Background: an optimization exercise with open tools, aiming at small area, a short achievable clock period and few clock cycles. Do not read the settings as production practice. Function was checked by simulation only, so behaviour that the tests miss may differ from the original. Power is estimated from default activity; no workload was simulated.

--- flow/run.sh ---
#!/bin/bash
# synth_recipe.tcl (not shown) runs the flow's synth.tcl, then flattens the netlist and writes it again
# the make line also repeats each setting of config.mk as NAME=value (left out here)
make -C /OpenROAD-flow-scripts/flow DESIGN_CONFIG=/design/flow/config.mk WORK_HOME=/design/flow/orfs CLKGATE_MAP_FILE= SYNTH_SCRIPT=/design/flow/synth_recipe.tcl finish
--- flow/design.v ---
package sobelPkg;
	typedef logic [7:0]  grayT;  
	typedef logic [15:0] rgbT;   
	typedef enum logic [1:0] {
		viewGray,       
		viewEdge,       
		viewThreshold   
	} viewModeT;
	typedef enum logic [1:0] {
		pixelOutside,   
		pixelBorder,    
		pixelInterior   
	} pixelClassT;
	localparam int thresholdCount = 7;  
	function automatic grayT thresholdTable(input logic [2:0] index);
		case (index)
			3'd0:    thresholdTable = 8'd50;
			3'd1:    thresholdTable = 8'd100;
			3'd2:    thresholdTable = 8'd120;
			3'd3:    thresholdTable = 8'd140;
			3'd4:    thresholdTable = 8'd160;
			3'd5:    thresholdTable = 8'd180;
			3'd6:    thresholdTable = 8'd200;
			default: thresholdTable = 8'd220;
		endcase
	endfunction
	function automatic rgbT toRgb565(input grayT gray);
		toRgb565 = {gray[7:3], gray[7:2], gray[7:3]};  
	endfunction
endpackage
`timescale 1ns/1ps
module frameScanner #(
	parameter int screenWidth  = 20,
	parameter int screenHeight = 14,
	localparam int xWidth = $clog2(screenWidth),
	localparam int yWidth = $clog2(screenHeight)
) (
	input  logic              clock,
	input  logic              resetApp,
	input  sobelPkg::viewModeT          viewMode,
	input  logic              reqReady,
	output logic              reqValid,
	output logic [xWidth-1:0] reqX,
	output logic [yWidth-1:0] reqY,
	output sobelPkg::viewModeT          reqMode
);
	logic lastX;  
	logic lastY;  
	logic step;   
	assign lastX = (reqX == xWidth'(screenWidth - 1));
	assign lastY = (reqY == yWidth'(screenHeight - 1));
	assign step  = reqValid && reqReady;
	always_ff @(posedge clock or posedge resetApp) begin
		if (resetApp) begin
			reqValid <= 1'b0;
			reqX     <= '0;
			reqY     <= '0;
			reqMode  <= sobelPkg::viewGray;
		end else if (!reqValid) begin
			reqValid <= 1'b1;      
			reqMode  <= viewMode;  
		end else if (step) begin
			if (lastX) begin
				reqX <= '0;
				if (lastY) begin
					reqY    <= '0;
					reqMode <= viewMode;  
				end else begin
					reqY <= reqY + 1'b1;
				end
			end else begin
				reqX <= reqX + 1'b1;
			end
		end
	end
endmodule
`timescale 1ns/1ps
module imageMemory #(
	parameter int imageWidth  = 16,
	parameter int imageHeight = 12,
	localparam int depth     = imageWidth * imageHeight,
	localparam int addrWidth = $clog2(depth)
) (
	input  logic                 clock,
	input  logic                 loadValid,
	input  logic [addrWidth-1:0] loadAddr,
	input  sobelPkg::grayT                 loadData,
	input  logic                 memRead,
	input  logic [addrWidth-1:0] memAddr,
	output sobelPkg::grayT                 memData
);
	sobelPkg::grayT store [0:depth-1];  
	always_ff @(posedge clock) begin
		if (loadValid) begin
			store[loadAddr] <= loadData;
		end
	end
	always_ff @(posedge clock) begin
		if (memRead) begin
			memData <= store[memAddr];
		end
	end
endmodule
`timescale 1ns/1ps
module windowFetch #(
	parameter int imageWidth   = 16,
	parameter int imageHeight  = 12,
	parameter int screenWidth  = 20,
	parameter int screenHeight = 14,
	localparam int addrWidth = $clog2(imageWidth * imageHeight),
	localparam int xWidth    = $clog2(screenWidth),
	localparam int yWidth    = $clog2(screenHeight)
) (
	input  logic                 clock,
	input  logic                 resetApp,
	input  logic                 reqValid,
	input  logic [xWidth-1:0]    reqX,
	input  logic [yWidth-1:0]    reqY,
	input  sobelPkg::viewModeT             reqMode,
	output logic                 reqReady,
	output logic                 memRead,
	output logic [addrWidth-1:0] memAddr,
	input  sobelPkg::grayT                 memData,
	output logic                 winValid,
	input  logic                 winReady,
	output sobelPkg::grayT                 winP1, winP2, winP3, winP4,
	output sobelPkg::grayT                 winP6, winP7, winP8, winP9,
	output sobelPkg::grayT                 winCentre,
	output sobelPkg::pixelClassT           winClass,
	output sobelPkg::viewModeT             winMode,
	output logic [xWidth-1:0]    winX,
	output logic [yWidth-1:0]    winY
);
	typedef enum logic [1:0] {stIdle, stFetch, stPresent} fetchStateT;
	function automatic int offX(input logic [2:0] slot);
		case (slot)
			3'd0, 3'd3, 3'd5: offX = -1;
			3'd1, 3'd6:       offX = 0;
			default:          offX = 1;
		endcase
	endfunction
	function automatic int offY(input logic [2:0] slot);
		case (slot)
			3'd0, 3'd1, 3'd2: offY = -1;
			3'd3, 3'd4:       offY = 0;
			default:          offY = 1;
		endcase
	endfunction
	fetchStateT state;
	logic [3:0] idx;      
	logic [3:0] lastIdx;  
	logic       accept;
	sobelPkg::pixelClassT reqClass;
	sobelPkg::grayT       nb [0:7];
	assign reqReady = (state == stIdle) || (state == stPresent && winReady);
	assign accept   = reqValid && reqReady;
	assign winValid = (state == stPresent);
	assign lastIdx  = (winMode == sobelPkg::viewGray) ? 4'd1 : 4'd8;
	assign memRead  = (state == stFetch) && (idx < lastIdx);
	always_comb begin
		if (reqX >= imageWidth || reqY >= imageHeight)
			reqClass = sobelPkg::pixelOutside;
		else if (reqX == 0 || reqY == 0 || reqX == imageWidth - 1 || reqY == imageHeight - 1)
			reqClass = sobelPkg::pixelBorder;
		else
			reqClass = sobelPkg::pixelInterior;
	end
	always_comb begin
		int ax;
		int ay;
		if (winMode == sobelPkg::viewGray) begin
			ax = int'(winX);
			ay = int'(winY);
		end else begin
			ax = int'(winX) + offX(idx[2:0]);
			ay = int'(winY) + offY(idx[2:0]);
		end
		memAddr = addrWidth'(ay * imageWidth + ax);  
	end
	always_ff @(posedge clock or posedge resetApp) begin
		if (resetApp) begin
			state <= stIdle;
			idx   <= '0;
		end else begin
			case (state)
				stFetch: begin
					idx <= idx + 1'b1;
					if (idx == lastIdx) state <= stPresent;  
				end
				default: begin
					if (accept) begin
						idx <= '0;
						if (reqClass == sobelPkg::pixelOutside ||
						    (reqClass == sobelPkg::pixelBorder && reqMode != sobelPkg::viewGray))
							state <= stPresent;
						else
							state <= stFetch;
					end else if (state == stPresent && winReady) begin
						state <= stIdle;
					end
				end
			endcase
		end
	end
	always_ff @(posedge clock) begin
		if (accept) begin
			winX     <= reqX;
			winY     <= reqY;
			winMode  <= reqMode;
			winClass <= reqClass;
		end
		if (state == stFetch && idx != 4'd0) begin
			if (winMode == sobelPkg::viewGray) winCentre <= memData;
			else nb[3'(idx - 4'd1)] <= memData;
		end
	end
	assign winP1 = nb[0];
	assign winP2 = nb[1];
	assign winP3 = nb[2];
	assign winP4 = nb[3];
	assign winP6 = nb[4];
	assign winP7 = nb[5];
	assign winP8 = nb[6];
	assign winP9 = nb[7];
endmodule
`timescale 1ns/1ps
module sobelKernel #(
	parameter int screenWidth  = 20,
	parameter int screenHeight = 14,
	localparam int xWidth = $clog2(screenWidth),
	localparam int yWidth = $clog2(screenHeight)
) (
	input  logic              clock,
	input  logic              resetApp,
	input  logic              winValid,
	output logic              winReady,
	input  sobelPkg::grayT              winP1, winP2, winP3, winP4,
	input  sobelPkg::grayT              winP6, winP7, winP8, winP9,
	input  sobelPkg::grayT              winCentre,
	input  sobelPkg::pixelClassT        winClass,
	input  sobelPkg::viewModeT          winMode,
	input  logic [xWidth-1:0] winX,
	input  logic [yWidth-1:0] winY,
	input  sobelPkg::grayT              thresholdValue,
	output logic              grayValid,
	input  logic              grayReady,
	output sobelPkg::grayT              grayValue,
	output logic [xWidth-1:0] grayX,
	output logic [yWidth-1:0] grayY
);
	function automatic sobelPkg::grayT sat8(input logic [9:0] sum);
		sat8 = (sum > 10'd255) ? 8'hFF : sum[7:0];
	endfunction
	logic              s1Valid, s1Ready, s2Ready;
	sobelPkg::grayT              s1Top, s1Bottom, s1Left, s1Right, s1Centre;
	sobelPkg::pixelClassT        s1Class;
	sobelPkg::viewModeT          s1Mode;
	logic [xWidth-1:0] s1X;
	logic [yWidth-1:0] s1Y;
	sobelPkg::grayT              gradX, gradY, magnitude, result;
	logic [8:0]        gradSum;
	assign s2Ready  = !grayValid || grayReady;
	assign s1Ready  = !s1Valid || s2Ready;
	assign winReady = s1Ready;
	always_ff @(posedge clock or posedge resetApp) begin
		if (resetApp) begin
			s1Valid   <= 1'b0;
			grayValid <= 1'b0;
		end else begin
			if (s1Ready) s1Valid <= winValid;
			if (s2Ready) grayValid <= s1Valid;
		end
	end
	always_ff @(posedge clock) begin
		if (winValid && s1Ready) begin
			s1Top    <= sat8(10'(winP1) + {1'b0, winP2, 1'b0} + 10'(winP3));
			s1Bottom <= sat8(10'(winP7) + {1'b0, winP8, 1'b0} + 10'(winP9));
			s1Left   <= sat8(10'(winP1) + {1'b0, winP4, 1'b0} + 10'(winP7));
			s1Right  <= sat8(10'(winP3) + {1'b0, winP6, 1'b0} + 10'(winP9));
			s1Centre <= winCentre;
			s1Class  <= winClass;
			s1Mode   <= winMode;
			s1X      <= winX;
			s1Y      <= winY;
		end
	end
	always_comb begin
		gradY     = (s1Top > s1Bottom) ? s1Top - s1Bottom : 8'd0;
		gradX     = (s1Right > s1Left) ? s1Right - s1Left : 8'd0;
		gradSum   = {1'b0, gradY} + {1'b0, gradX};
		magnitude = gradSum[8] ? 8'hFF : gradSum[7:0];
		if (s1Mode == sobelPkg::viewThreshold && magnitude < thresholdValue) magnitude = 8'd0;
		case (s1Class)
			sobelPkg::pixelOutside: result = 8'd0;  
			sobelPkg::pixelBorder:  result = (s1Mode == sobelPkg::viewGray) ? s1Centre : 8'hFF;
			default:      result = (s1Mode == sobelPkg::viewGray) ? s1Centre : magnitude;
		endcase
	end
	always_ff @(posedge clock) begin
		if (s1Valid && s2Ready) begin
			grayValue <= result;
			grayX     <= s1X;
			grayY     <= s1Y;
		end
	end
endmodule
`timescale 1ns/1ps
module pixelFormatter #(
	parameter int screenWidth  = 20,
	parameter int screenHeight = 14,
	localparam int xWidth = $clog2(screenWidth),
	localparam int yWidth = $clog2(screenHeight)
) (
	input  logic              clock,
	input  logic              resetApp,
	input  logic              grayValid,
	output logic              grayReady,
	input  sobelPkg::grayT              grayValue,
	input  logic [xWidth-1:0] grayX,
	input  logic [yWidth-1:0] grayY,
	output logic              pixelValid,
	input  logic              pixelReady,
	output logic [xWidth-1:0] pixelX,
	output logic [yWidth-1:0] pixelY,
	output sobelPkg::rgbT               pixelData
);
	logic take;  
	assign grayReady = !pixelValid || pixelReady;  
	assign take      = grayValid && grayReady;
	always_ff @(posedge clock or posedge resetApp) begin
		if (resetApp) begin
			pixelValid <= 1'b0;
		end else if (take) begin
			pixelValid <= 1'b1;
		end else if (pixelReady) begin
			pixelValid <= 1'b0;  
		end
	end
	always_ff @(posedge clock) begin
		if (take) begin
			pixelData <= sobelPkg::toRgb565(grayValue);
			pixelX    <= grayX;
			pixelY    <= grayY;
		end
	end
endmodule
`timescale 1ns/1ps
module sobelEdgeTop #(
	parameter int imageWidth   = 16,
	parameter int imageHeight  = 12,
	parameter int screenWidth  = 20,
	parameter int screenHeight = 14,
	localparam int addrWidth = $clog2(imageWidth * imageHeight),
	localparam int xWidth    = $clog2(screenWidth),
	localparam int yWidth    = $clog2(screenHeight)
) (
	input  logic                      clock,
	input  logic                      resetApp,
	input  logic                      loadValid,
	input  logic [addrWidth-1:0]      loadAddr,
	input  sobelPkg::grayT                      loadData,
	input  sobelPkg::viewModeT                  viewMode,
	input  logic [sobelPkg::thresholdCount-1:0] thresholdSelect,
	output logic                      pixelValid,
	input  logic                      pixelReady,
	output logic [xWidth-1:0]         pixelX,
	output logic [yWidth-1:0]         pixelY,
	output sobelPkg::rgbT                       pixelData
);
	logic reqValid, reqReady, winValid, winReady, grayValid, grayReady, memRead;
	logic [xWidth-1:0]    reqX, winX, grayX;
	logic [yWidth-1:0]    reqY, winY, grayY;
	sobelPkg::viewModeT             reqMode, winMode;
	logic [addrWidth-1:0] memAddr;
	sobelPkg::grayT                 memData, winCentre, grayValue, thresholdValue;
	sobelPkg::grayT                 winP1, winP2, winP3, winP4, winP6, winP7, winP8, winP9;
	sobelPkg::pixelClassT           winClass;
	logic [2:0]           thresholdIndex;
	always_comb begin
		thresholdIndex = 3'd0;
		if ($onehot(thresholdSelect)) begin
			for (int i = 0; i < sobelPkg::thresholdCount; i++)
				if (thresholdSelect[i]) thresholdIndex = 3'(i + 1);
		end
	end
	assign thresholdValue = sobelPkg::thresholdTable(thresholdIndex);
	frameScanner #(.screenWidth(screenWidth), .screenHeight(screenHeight)) u_frameScanner (
		.clock, .resetApp, .viewMode, .reqReady, .reqValid, .reqX, .reqY, .reqMode
	);
	imageMemory #(.imageWidth(imageWidth), .imageHeight(imageHeight)) u_imageMemory (
		.clock, .loadValid, .loadAddr, .loadData, .memRead, .memAddr, .memData
	);
	windowFetch #(
		.imageWidth(imageWidth), .imageHeight(imageHeight),
		.screenWidth(screenWidth), .screenHeight(screenHeight)
	) u_windowFetch (
		.clock, .resetApp, .reqValid, .reqX, .reqY, .reqMode, .reqReady,
		.memRead, .memAddr, .memData, .winValid, .winReady,
		.winP1, .winP2, .winP3, .winP4, .winP6, .winP7, .winP8, .winP9,
		.winCentre, .winClass, .winMode, .winX, .winY
	);
	sobelKernel #(.screenWidth(screenWidth), .screenHeight(screenHeight)) u_sobelKernel (
		.clock, .resetApp, .winValid, .winReady,
		.winP1, .winP2, .winP3, .winP4, .winP6, .winP7, .winP8, .winP9,
		.winCentre, .winClass, .winMode, .winX, .winY, .thresholdValue,
		.grayValid, .grayReady, .grayValue, .grayX, .grayY
	);
	pixelFormatter #(.screenWidth(screenWidth), .screenHeight(screenHeight)) u_pixelFormatter (
		.clock, .resetApp, .grayValid, .grayReady, .grayValue, .grayX, .grayY,
		.pixelValid, .pixelReady, .pixelX, .pixelY, .pixelData
	);
endmodule
--- flow/constraint.sdc ---
create_clock -name core_clock -period 6.5 [get_ports {clock}]
set_input_delay 1.3000 -clock core_clock [delete_from_list [all_inputs] [get_ports {clock}]]
set_output_delay 1.3000 -clock core_clock [all_outputs]
set_load 0.01 [all_outputs]
--- flow/config.mk ---
export PLATFORM = sky130hd
export DESIGN_NAME = sobelEdgeTop
export DESIGN_NICKNAME = sobelEdgeTop
export VERILOG_FILES = /design/flow/design.v
export SDC_FILE = /design/flow/constraint.sdc
export NUM_CORES = 4
export LEC_CHECK = 0
export CAP_MARGIN = 20
export CORE_MARGIN = 2
export CORE_UTILIZATION = 40
export SLEW_MARGIN = 20
==> run notes <==
- Skew final: 43.6 ps
- Core area: 0.178 mm^2
- Peak Freq: 0.164 GHz
- Largest net degree at the start of global routing: 172
- First-pass GRT wire length: 278000 um
- Drt wl/cell: 23.9 um
- GPL Wtd Cong: 0.901
- Setup WS pre-CTS: 531 ps
- Iter 0 DRT Violations: 4718
- Fin nets: 5508
- Internal power: 17900 uW
- Kind of critical path: flop to flop
- RSZ-0062 raised after global routing: false
- GRT Overall Usage: 20.0%
- IO buf count: 54
- Buf/Inv on CP: 1
- WP data required: 7070 ps
- Cts hold-fix bufs: 0
- Synthesis-to-layout area growth: 12.0%
- Skew-Pair Late Insertion Delay: 810 ps
- Layout cells sized above 1: 8.14%
- Fin Setup TNS: 0 ps
- Post-synthesis cell count: 5340
- Die width: 428 um
- Vias per cell: 5.63
- Period utilisation layout: 93.7%
- Critical path, cell by cell: ha_1, ha_1, a21oi_1, and2_1, nand2_1, ha_1, fa_1, a21o_1, a21oi_1, xnor2_1, o21ai_0, ha_1, fa_1, buf_4, nor3b_1, nand3_1, nand4_1, o31ai_1, and4_1
- CTS Root Cell: clkbuf_16
- Pwr Total: 22400 uW
- CTS sink cnt: 1729
- CP Launch Type: flop
- Worst path most repeated cell: ha_1
- Post-synthesis register bit count: 1729
- Max-slew headroom at the worst pin: 26.9%
- CP max stage cell: fa_1
- Ys async rst share: 1.21%
- Min Tclk post-route: 6090 ps
- Area leader, netlist: edfxtp_1
- CTS tree: done
- Slew Viols, Final: 0
- Net Sw Frac: 20.1%
- Comb pwr share: 1.4%
- Die area: 0.183 mm^2
- Antenna violation net count after detailed routing: 0
- Post-synth top cells: 1708 x edfxtp_1, 1303 x nand2_1, 431 x a21oi_1
- Die span in y: 428 um
- Crit path largest cell delay: 1070 ps
- Count leader, synth: edfxtp_1
- Clock power frac: 44.0%
- Critical Path Fanout Max: 9
- Distinct cell type count after synthesis: 74
- Endpoints failing hold: 0
- Setup ws final: 412 ps
- MaxCap Viol Count: 0
- Peak supply drop: 0.281 mV
- Reg clk slew, reported paths: 60 ps
- Ys flop type: edfxtp_1
- Resize count post-CTS: 0
- WL final: 187000 um
- P_leak: 0.0264 uW
- Worst EP arrival: 6650 ps
- Post-CTS setup buffers: 0
- DR DRC count: 0
- Clock Path Buffers: 3
- H-tree depth: 4
- Grt ovf: 0
- Hold Crit Class: flop to flop
- Pre-antenna DRT Iters: 6
- Seq/Total Area, Yosys: 72.1%
- Site row count: 155
- Top cell type's share of synthesized area: 71.3%
- Warnings, synthesis: 6
- Initial antenna violation count: 5
- Vias in the first global route: 42500
- Power Density: 279 mW/mm^2
- Syn Area/Cell: 13.5 um^2
- Seq pwr share: 54.6%
- Syn Nets: 5499
- Setup violators final: 0
- Status: no timing/DRC/antenna violations
- Post-synth EDFFs: 1708
- CTS Buf Count: 174
- Initial core utilization: 40.3%
- NetSw: 4520 uW
- Ranking of synthesized cells by area: edfxtp_1 71%, nand2_1 6.8%, a21oi_1 3.0%
- Actual slew at the worst max-slew pin: 1090 ps
- Num ports: 55
- Worst Setup End Kind: flop
- Detailed-route via count: 44200
- Mapped Area: 0.0719 mm^2
- Top cell family by delay on the critical path: adder cells
- DPL Wire Length: 114000 um
==> cell usage in the layout, fill, tap and decap left out, types with 33 or more instances in the layout <==
cell type / Yosys / final
buf_4: 34 / 96
clkbuf_16: 0 / 180
a32oi_1: 171 / 171
clkinv_1: 1 / 43
ha_1: 88 / 88
edfxtp_1: 1708 / 1708
inv_1: 61 / 61
fa_1: 42 / 42
nand2_1: 1303 / 1297
a311oi_1: 50 / 50
a21oi_1: 431 / 431
nor2_1: 263 / 262
a211oi_1: 54 / 53
clkbuf_1: 105 / 39
a21o_1: 34 / 33
nand3_1: 174 / 173
a221oi_1: 41 / 41
o21ai_0: 74 / 74
o22ai_1: 33 / 33
clkdlybuf4s50_1: 0 / 46
==> layout make-up <==
type                            instances  area (um^2)
Fill cell                           15800        97900
Sequential cell                      1729        51800
Multi-Input combinational cell       3202        18100
Clock buffer                          222         4690
Tap cell                             2355         2950
Timing Repair Buffer                  179         1860
Clock inverter                         97          878
Inverter                               63          236
Antenna cell                            2         5.00
==> logic make-up after synthesis <==
| logic type | synth area share [%] |
|---|---|
| simple gates | 11.0 |
| flops | 72.1 |
| compound gates | 10.1 |
| buf+inv | 2.90 |
| fa+ha+maj | 2.70 |
| xor+xnor | 0.536 |
| mux | 0.675 |
| other cells | 0.00522 |
==> path summary, 6_finish.rpt <==
| path | startpoint | endpoint | slack [ps] | depth (start not counted) |
|---|---|---|---|---|
| setup / recovery | u_windowFetch.idx[0] | u_imageMemory.memData[1] | 410 | 19 |
| hold / removal | u_sobelKernel.s1Y[1] | u_sobelKernel.grayY[1] | 410 | 0 |
| setup reg to reg | u_windowFetch.idx[0] | u_imageMemory.memData[1] | 410 | 19 |
| hold reg to reg | u_sobelKernel.s1Y[1] | u_sobelKernel.grayY[1] | 410 | 0 |
| max in group asynchronous | resetApp | u_frameScanner.reqMode[0] | 4970 | 2 |
| min in group asynchronous | resetApp | u_frameScanner.reqX[0] | 980 | 2 |
==> per-layer routing <==
layer | up-vias | share of wire [%] | global-route usage (%)
met3 | 319 | 7.8 | 3.77
met5 | - | 0 | 0
li1 | 20000 | - | -
met4 | 0 | 3.6 | 7.78
met1 | 22100 | 42 | 27.7
met2 | 1837 | 46 | 31.4
==> stage by stage <==
stage / cell area [um^2] / util, % / cells / hold slack (ps)
finish: 80500 / 45.1 / 7849 / 413
global route: 80500 / 45.1 / 7847 / 421
floorplan: 71900 / - / 5340 / 400
CTS: 80500 / 45.1 / 7846 / 419
global placement: 74900 / 42.0 / 7527 / 403
detailed placement: 74900 / 42.0 / 7527 / 405
==> sequential cells by signal (all words and copies together) (netlist names), 5 cells and up <==
register,cells
u_sobelKernel.s1Centre,6
u_imageMemory.store,1536
u_imageMemory.memData,8
u_sobelKernel.s1Bottom,8
u_sobelKernel.grayValue,6
u_sobelKernel.s1Top,8
u_sobelKernel.grayX,5
u_pixelFormatter.pixelX,5
u_windowFetch.winCentre,6
u_windowFetch.winX,5
u_sobelKernel.s1Right,8
u_pixelFormatter.pixelData,6
u_frameScanner.reqX,5
u_sobelKernel.s1X,5
u_windowFetch.nb,64
u_sobelKernel.s1Left,8
==> power by group through the flow <==
| stage | Combinational (uW) | Sequential, uW | Clock (uW) |
|---|---|---|---|
| floorplan | 62.3 | 12500 | 0 |
| global placement | 308 | 12500 | 0 |
| detailed placement | 313 | 12500 | 0 |
| CTS | 314 | 12300 | 9990 |
| global route | 337 | 12300 | 10400 |
| finish | 313 | 12300 | 9870 |
Testbench counts, summed over its fixed seeds: cycles 168,888.

port drivers added, routing unchanged:
The results above use ideal ports. As a check the final layout listed here was re-extracted and re-timed, cells and wires unchanged.
Step 1 (the two cells are an assumption about what drives the block):
set clk [get_ports {clock}]
set_driving_cell -lib_cell sky130_fd_sc_hd__clkbuf_16 $clk
set_driving_cell -lib_cell sky130_fd_sc_hd__buf_2 [delete_from_list [all_inputs] $clk]
Step 2 adds t to the input delays and takes it off the output delays; t is the mean of the earliest and latest rising clock arrival at the registers after step 1. Input paths then give back, and output paths get back, about the clock's delay inside the block.
a / b / c = ideal / step 1 / step 2; a / b = the first two.
t, ns: 0.881
setup WS [ns]: 0.412 / 0.412 / 0.412
worst setup path at the end: register to register
worst register clock-pin slew, ns: 0.07 / 0.07
After both steps this run still meets setup and hold. The setup slack of this run moves by 0.000 ns with the drivers and by 0.000 ns with both steps.
